From an optimization exercise on the open Yosys and OpenROAD flow, aimed at small area; shortcuts taken in it are not production practice. Function was checked by simulation only, so behaviour that the tests miss may differ from the original. No activity file was given, so power comes from the tool's default toggle rates.

==> wip/quartz <==
## processor
module processor (
  input  logic        clk,
  input  logic        reset,
  input  logic [31:0] instruction,
  output logic [31:0] addr,
  output logic [31:0] out,
  output logic        sys_dne,
  output logic        rw
);
==> module processor, before the edit <==
module processor (
  input  logic        clk,
  input  logic        reset,
  input  logic [31:0] instruction,
  output logic [31:0] addr,
  output logic [31:0] out,
  output logic        sys_dne,
  output logic        rw
);
  localparam logic [5:0] OP_AND = 6'd6;
  localparam logic [5:0] OP_OR  = 6'd7;
  localparam logic [5:0] OP_XOR = 6'd8;
  localparam logic [5:0] OP_NOT = 6'd9;
  localparam logic [5:0] OP_LI  = 6'd10;
  logic [31:0] pc_q;
  logic [3:0]  ph_q;
  logic        started_q;    
  always_ff @(posedge clk or negedge reset) begin
    if (!reset) begin
      pc_q      <= '0;
      ph_q      <= '0;
      started_q <= 1'b0;
    end else begin
      {pc_q, ph_q} <= {pc_q, ph_q} + 36'd1;
      if (ph_q == 4'd15) started_q <= 1'b1;
    end
  end
  logic [5:0] op;
  logic [4:0] rs, rt, rd, dst;
  logic       is_and, is_or, is_xor, is_not, is_li, wr;
  assign op  = instruction[31:26];
  assign rs  = instruction[25:21];
  assign rt  = instruction[20:16];
  assign rd  = instruction[15:11];
  assign is_and = (op == OP_AND);
  assign is_or  = (op == OP_OR);
  assign is_xor = (op == OP_XOR);
  assign is_not = (op == OP_NOT);
  assign is_li  = (op == OP_LI);
  assign wr     = is_and | is_or | is_xor | is_not | is_li;
  assign dst    = is_li ? rs : (is_not ? rt : rd);
  logic [31:0][15:0] lo_q;
  logic [31:0]       col0;      
  logic [31:0]       we;
  logic a, b, res;
  logic [3:0] wsel_hi;
  logic [7:0] wsel_lo;
  always_comb begin
    wsel_hi = '0;
    wsel_hi[dst[4:3]] = wr;
    wsel_lo = '0;
    wsel_lo[dst[2:0]] = 1'b1;
  end
  logic [7:0] a1, b1;
  logic [1:0] a2, b2;
  for (genvar k = 0; k < 8; k++) begin : g_rd1
    assign a1[k] = col0[4 * k + rs[1:0]];
    assign b1[k] = col0[4 * k + rt[1:0]];
  end
  for (genvar k = 0; k < 2; k++) begin : g_rd2
    assign a2[k] = a1[4 * k + rs[3:2]];
    assign b2[k] = b1[4 * k + rt[3:2]];
  end
  assign a = a2[rs[4]];
  assign b = b2[rt[4]];
  always_comb begin
    if (is_li)       res = instruction[ph_q];
    else if (is_not) res = ~a;
    else if (is_and) res = a & b;
    else if (is_or)  res = a | b;
    else             res = a ^ b;
  end
  for (genvar i = 0; i < 32; i++) begin : g_reg
    assign col0[i] = lo_q[i][0];
    assign we[i]   = wsel_hi[i / 8] & wsel_lo[i % 8];
    always_ff @(posedge clk) begin
      lo_q[i] <= {(we[i] ? res : lo_q[i][0]), lo_q[i][15:1]};
    end
  end
  logic [31:0] hr_q;
  logic [3:0]  tap;
  logic [1:0]  j_rs, j_rt, j_dst;
  logic        cap_a, cap_b, ins;
  logic        ha_q, hb_q, hres;
  assign tap   = {hr_q[24], hr_q[16], hr_q[8], hr_q[0]};
  assign j_rs  = rs[4:3]  - {pc_q[0], ph_q[3]};
  assign j_rt  = rt[4:3]  - {pc_q[0], ph_q[3]};
  assign j_dst = dst[4:3] - {pc_q[0], ph_q[3]};
  assign cap_a = ~ph_q[3] & (ph_q[2:0] == rs[2:0]);
  assign cap_b = ~ph_q[3] & (ph_q[2:0] == rt[2:0]);
  assign ins   = wr & ph_q[3] & (ph_q[2:0] == dst[2:0]);
  always_ff @(posedge clk) begin
    if (cap_a) ha_q <= tap[j_rs];
    if (cap_b) hb_q <= tap[j_rt];
  end
  always_comb begin
    if (is_li)       hres = 1'b0;
    else if (is_not) hres = ~ha_q;
    else if (is_and) hres = ha_q & hb_q;
    else if (is_or)  hres = ha_q | hb_q;
    else             hres = ha_q ^ hb_q;
  end
  always_ff @(posedge clk) begin
    hr_q <= {hr_q[0], hr_q[31:1]};
    if (ins) begin
      case (j_dst)
        2'd0: hr_q[31] <= hres;
        2'd1: hr_q[7]  <= hres;
        2'd2: hr_q[15] <= hres;
        default: hr_q[23] <= hres;
      endcase
    end
  end
  logic [15:0] out_lo_q;
  logic        out_hi_q;
  always_ff @(posedge clk) begin
    out_lo_q <= {(wr ? res : (out_lo_q[0] & started_q)), out_lo_q[15:1]};
    if (ph_q == 4'd15) out_hi_q <= wr ? hres : (out_hi_q & started_q);
  end
  assign sys_dne = started_q & (ph_q == 4'd0);
  assign addr    = pc_q;
  assign out     = {{16{out_hi_q}}, out_lo_q};
  assign rw      = 1'b0;
endmodule
Settings: LEC_CHECK=0, CAP_MARGIN=20, CORE_MARGIN=2, CORE_UTILIZATION=65, PLACE_DENSITY=0.75, SLEW_MARGIN=20; clock period 6.0 ns.
standard.sh (not shown) runs the stock make flow with config.mk's settings and CLKGATE_MAP_FILE= SYNTH_SCRIPT=/design/flow/synth_recipe.tcl, a recipe that flattens the netlist after the stock synthesis.
==> flow/flow/run.sh <==
#!/bin/bash
# Layout flow: the standard ORFS flow (standard.sh, unchanged synthesis),
# with smaller port buffers and a clock tree of clkbuf_8 clusters without
# dummy loads. Each tool's output goes to its own log in the work folder.
set -euo pipefail
export BUFFER_PORTS_ARGS="-buffer_cell sky130_fd_sc_hd__buf_1"
export CTS_ARGS="-sink_clustering_enable -repair_clock_nets -buf_list sky130_fd_sc_hd__clkbuf_8 -sink_clustering_size 24 -sink_clustering_max_diameter 40 -dont_use_dummy_load"
bash standard.sh synth > log_synth.txt 2>&1
bash standard.sh floorplan > log_floorplan.txt 2>&1
bash standard.sh place > log_place.txt 2>&1
bash standard.sh cts > log_cts.txt 2>&1
bash standard.sh route > log_route.txt 2>&1
bash standard.sh finish > log_finish.txt 2>&1
==> wip/delta: changes against wip/quartz <==
==> flow/design.v (replaced) <==
module processor (
  input  logic        clk,
  input  logic        reset,
  input  logic [31:0] instruction,
  output logic [31:0] addr,
  output logic [31:0] out,
  output logic        sys_dne,
  output logic        rw
);
  localparam logic [5:0] OP_AND = 6'd6;
  localparam logic [5:0] OP_OR  = 6'd7;
  localparam logic [5:0] OP_XOR = 6'd8;
  localparam logic [5:0] OP_NOT = 6'd9;
  localparam logic [5:0] OP_LI  = 6'd10;
  logic [31:0] pc_q;
  logic [3:0]  ph_q;
  logic        started_q;    
  always_ff @(posedge clk or negedge reset) begin
    if (!reset) begin
      pc_q      <= '0;
      ph_q      <= '0;
      started_q <= 1'b0;
    end else begin
      {pc_q, ph_q} <= {pc_q, ph_q} + 36'd1;
      if (ph_q == 4'd15) started_q <= 1'b1;
    end
  end
  logic [5:0] op;
  logic [4:0] rs, rt, rd, dst;
  logic       is_and, is_or, is_xor, is_not, is_li, wr;
  assign op  = instruction[31:26];
  assign rs  = instruction[25:21];
  assign rt  = instruction[20:16];
  assign rd  = instruction[15:11];
  assign is_and = (op == OP_AND);
  assign is_or  = (op == OP_OR);
  assign is_xor = (op == OP_XOR);
  assign is_not = (op == OP_NOT);
  assign is_li  = (op == OP_LI);
  assign wr     = is_and | is_or | is_xor | is_not | is_li;
  assign dst    = is_li ? rs : (is_not ? rt : rd);
  logic [31:0][15:0] lo_q;
  logic [31:0]       hi_q;
  logic [31:0]       col0;      
  logic [31:0]       we;
  logic a, b, ha, hb, res, hres;
  logic hi_res_q;               
  always_comb begin
    we = '0;
    we[dst] = wr;
  end
  assign a  = col0[rs];
  assign b  = col0[rt];
  assign ha = hi_q[rs];
  assign hb = hi_q[rt];
  always_comb begin
    if (is_li)       res = instruction[ph_q];
    else if (is_not) res = ~a;
    else if (is_and) res = a & b;
    else if (is_or)  res = a | b;
    else             res = a ^ b;
    if (is_li)       hres = 1'b0;
    else if (is_not) hres = ~ha;
    else if (is_and) hres = ha & hb;
    else if (is_or)  hres = ha | hb;
    else             hres = ha ^ hb;
  end
  always_ff @(posedge clk) begin
    if (ph_q == 4'd0) hi_res_q <= hres;
  end
  for (genvar i = 0; i < 32; i++) begin : g_reg
    assign col0[i] = lo_q[i][0];
    always_ff @(posedge clk) begin
      lo_q[i] <= {(we[i] ? res : lo_q[i][0]), lo_q[i][15:1]};
      if (we[i]) hi_q[i] <= hi_res_q;
    end
  end
  logic [15:0] out_lo_q;
  logic        out_hi_q;
  always_ff @(posedge clk) begin
    out_lo_q <= {(wr ? res : (out_lo_q[0] & started_q)), out_lo_q[15:1]};
    out_hi_q <= wr ? hi_res_q : (out_hi_q & started_q);
  end
  assign sys_dne = started_q & (ph_q == 4'd0);
  assign addr    = pc_q;
  assign out     = {{16{out_hi_q}}, out_lo_q};
  assign rw      = 1'b0;
endmodule
==> flow/run.sh (new file) <==
#!/bin/bash
# synth_recipe.tcl (not shown) runs the flow's synth.tcl, then flattens the netlist and writes it again
# the make line also repeats each setting of config.mk as NAME=value (left out here)
make -C /OpenROAD-flow-scripts/flow DESIGN_CONFIG=/design/flow/config.mk WORK_HOME=/design/flow/orfs CLKGATE_MAP_FILE= SYNTH_SCRIPT=/design/flow/synth_recipe.tcl finish
--- a/flow/config.mk
+++ b/flow/config.mk
@@ -6,7 +6,7 @@
 export NUM_CORES = 4
 export LEC_CHECK = 0
+export ABC_AREA = 1
 export CAP_MARGIN = 20
 export CORE_MARGIN = 2
-export CORE_UTILIZATION = 65
-export PLACE_DENSITY = 0.75
+export CORE_UTILIZATION = 40
 export SLEW_MARGIN = 20
removed: flow/flow/run.sh
removed: flow/standard.sh
==> comparison <==
- wip/delta completed without violations. wip/quartz finished clean.
- Of wip/delta and wip/quartz, wip/delta has the higher synthesized cell count (gap about 34%, measured against wip/quartz).
- In wip/delta the sequential share of layout area is lower than in wip/quartz, by 10 points.
- Between wip/quartz and wip/delta, the lower sequential power is in wip/quartz (gap about 2%, measured against wip/delta).
- Area after synthesis: wip/delta is larger than wip/quartz (about 6%).
- Of wip/delta and wip/quartz, wip/delta has the higher clock power (gap about 100%, measured against wip/quartz).
- Between wip/delta and wip/quartz, the lower final cell count is in wip/quartz (gap about 40%, measured against wip/quartz).
- Of wip/delta and wip/quartz, wip/delta has the higher clock-buffer cell count (gap 31).
- Clock skew: wip/quartz is higher than wip/delta (96 ps).
==> figures <==
item	wip/quartz	wip/delta
Run status	finished clean	finished clean
Die Span Y	157 µm	205 µm
Area of the mapped netlist	15,200 µm²	16,100 µm²
Sequential element share of the synthesized area	80.4%	77.5%
Multiplexer area fraction after synthesis	6.49%	0%
Switch share	19.5%	21.0%
Standard cell with the maximum stage delay on the critical path	buf_1	clkdlybuf4s50_1
Clock network area share	3.54%	9.35%
Via density per instance	4.87	4.48
Part of the power in registers	69.1%	52.8%
Clock share of power	28.9%	43.4%
Last element of the critical path	lo_q[287]$_DFF_P_	hi_q[10]$_DFFE_PP_
Setup skew after layout	106 ps	9.56 ps
Final area over synthesized area	1.075x	1.201x
Reg area	12,200 µm²	12,500 µm²
Data required time of the worst path	6400 ps	6270 ps
Final core utilization	71.7%	48.8%
Metal-1 WL	11,000 µm	15,000 µm

## afterwards: timing with drivers on the ports
In the flow no input, the clock included, has a driving cell. The finished layouts below were timed again as built, in two steps.
Step 1 sets driving cells, clkbuf_16 on the clock port and buf_2 on the other inputs (assumed; they add their load-dependent delay and slew).
Step 2 also shifts input and output timing later by t, the mid clock arrival at the registers, as if the neighbouring blocks saw the same clock.
Slacks: ideal / step 1 / step 2; pairs: ideal / step 1.
run | t, ns | setup WS [ns] | latest minus earliest clock arrival (ns) | slew at the worst register clock pin (ns) | cell pins on the clock port's net
wip/quartz | 0.576 | 1.611 / 1.602 / 1.026 | 0.109 / 0.110 | 0.12 / 0.12 | 1
wip/delta | 0.627 | 1.589 / 1.587 / 0.959 | 0.010 / 0.011 | 0.07 / 0.07 | 1
After both steps setup and hold are still met in every run listed. The setup slack of wip/delta, which loses most, moves by -0.002 ns with the drivers and by -0.630 ns with both steps.
